Source: an optimization exercise on an open RTL-to-GDS flow (aim: small area). Production flows keep margins and buffers that such runs may drop. Only simulation tests tie the RTL to the original design; equivalence was not proved. Power figures rest on the tool's default switching activity, not on a simulated workload.

Setup of JK:
// box_office_top
module box_office_top (
    input  logic        clk,
    input  logic        rst_n,
    input  logic        load_i,
    input  logic [45:0] load_data_i,
    input  logic [2:0]  press_i,
    input  logic [7:0]  switch_i,
    input  logic        pin_valid_i,
    input  logic [19:0] pin_i,
    input  logic        vip_member_i,
    input  logic [2:0]  vip_day_i,
    input  logic [19:0] vip_pin_i,
    input  logic [4:0]  vip_off_i,
    output logic [2:0]  state_o,
    output logic [45:0] movie_data_o,
    output logic        vip_ok_o,
    output logic [9:0]  price_o,
    output logic [5:0]  ticket_id_o,
    output logic        ticket_valid_o
);
Size in the first run: roughly 500 flip-flops, about 180 I/O pins, ~20000 sq um of cells after synthesis.
Settings: LEC_CHECK=0, CAP_MARGIN=20, CORE_MARGIN=2, CORE_UTILIZATION=40, SLEW_MARGIN=20; clock period 6.0 ns.
standard.sh (not shown) runs the stock make flow with config.mk's settings and CLKGATE_MAP_FILE= SYNTH_SCRIPT=/design/flow/synth_recipe.tcl, a recipe that flattens the netlist after the stock synthesis.
==> flow/flow/run.sh <==
#!/bin/bash
# Own layout flow: the standard ORFS flow with three changes
#  - synthesis maps the logic with an area-oriented ABC script (flow/area.abc);
#    everything else in synthesis, registers included, is the standard script
#  - ports are buffered with sky130_fd_sc_hd__buf_1
#  - CTS clusters sinks more coarsely and inserts no dummy loads
set -euo pipefail
W=$(pwd)

export BUFFER_PORTS_ARGS="-buffer_cell sky130_fd_sc_hd__buf_1"
export CTS_ARGS="-sink_clustering_enable -repair_clock_nets -dont_use_dummy_load -sink_clustering_size 16 -sink_clustering_max_diameter 80 -buf_list sky130_fd_sc_hd__clkbuf_8"

# ORFS synthesis with only the ABC script swapped
grep -q 'log_cmd abc {\*}$abc_args' "$FLOW_HOME/scripts/synth.tcl"
sed 's|log_cmd abc {\*}$abc_args|log_cmd abc {*}[lreplace $abc_args 0 1 -script '"$W"'/flow/area.abc]|' \
    "$FLOW_HOME/scripts/synth.tcl" > "$W/own_synth_body.tcl"
grep -q 'source $::env(SCRIPTS_DIR)/synth.tcl' synth_recipe.tcl
sed 's|source $::env(SCRIPTS_DIR)/synth.tcl|source '"$W"'/own_synth_body.tcl|' synth_recipe.tcl > "$W/own_synth.tcl"
grep -q 'SYNTH_SCRIPT=' standard.sh
sed 's|SYNTH_SCRIPT=[^ ]*|SYNTH_SCRIPT='"$W"'/own_synth.tcl|' standard.sh > "$W/own_standard.sh"

bash "$W/own_standard.sh" > "$W/flow_make.log" 2>&1
==> flow/flow/area.abc <==
strash
dc2
dch -f
amap
topo
Edits applied to the flow inputs when going from JK to MS:
diff --git a/flow/design.v b/flow/design.v
--- a/flow/design.v
+++ b/flow/design.v
@@ -133,25 +133,32 @@
                 vip_ok_o    <= 1'b0;
             end else if (rd_done_q) begin
                 redo_q <= 1'b0;
                 if (take) begin
                     pend_q      <= 1'b0;
                     rec_valid_q <= 1'b1;
                     vip_ok_o    <= vip_member_i && (rd[22:20] == vip_day_i);
                 end
             end
         end
     end
+    logic [7:0]  rsel;
+    logic [45:0] rec_d;
+    always_comb begin
+        for (int i = 0; i < 8; i++) rsel[i] = take && (index_q == 3'(i));
+        rec_d = movie_data_o & {46{!take}};
+        for (int i = 0; i < 8; i++) rec_d = rec_d | (table_q[i] & {46{rsel[i]}});
+    end
     always_ff @(posedge clk or negedge rst_n) begin
         if (!rst_n) movie_data_o <= '0;
-        else if (take) movie_data_o <= rd;
+        else movie_data_o <= rec_d;
     end
     logic [9:0]  list_price;
     logic [14:0] vip_product;
     assign list_price  = movie_data_o[34:25];
     wire pp_0_0 = list_price[0] & vip_off_i[0];
     wire pp_0_1 = list_price[0] & vip_off_i[1];
     wire pp_0_2 = list_price[0] & vip_off_i[2];
     wire pp_0_3 = list_price[0] & vip_off_i[3];
     wire pp_0_4 = list_price[0] & vip_off_i[4];
     wire pp_1_0 = list_price[1] & vip_off_i[0];
     wire pp_1_1 = list_price[1] & vip_off_i[1];
Findings:
Looking at the reports, MS completed the entire flow and the layout it produced met the timing, DRC and antenna checks. Changes observed in MS relative to JK: die span in x shows a reduction of about 1%; global routing usage on met1 shows no meaningful change; design area shows a reduction of 400 sq um; area used by multi-input combinational logic shows a reduction of 6.9%. MS vs JK: vertical die dimension down. MS against JK; fill cell instance count of the final layout is down by a few percent. met2 capacity usage during global routing up 1.2 points in MS wrt JK. When MS is measured against JK, its internal power component turns out about 5% lower. Where area of the core is concerned, JK is outperformed by MS. Number of cells produced by synthesis is lower on MS.

[separate check: timing with driven ports]
Ports are ideal in the flow. The routed layouts listed here were re-timed in OpenROAD. Step 1 assumes that a clkbuf_16 drives the clock port and a buf_2 every other input. Step 2 moves the port delays by t, midway between the first and last clock arrival at a register: inputs arrive t later, outputs are due t later. That takes back most of the time a late clock gives input paths. a / b / c = no drivers / after step 1 / after step 2; a / b = the first two.
run | t (ns) | setup WS [ns] | worst setup path at the end | worst data-port slew with drivers (ns)
JK | 0.625 | 0.611 / 0.620 / -0.006 | input to register | 0.07
MS | 0.622 | 0.603 / 0.621 / -0.001 | input to register | 0.06
With both steps, setup timing fails in JK and MS, where it was met with ideal ports. For JK, which loses most, drivers alone change the setup slack by +0.009 ns; drivers and shift together by -0.617 ns.
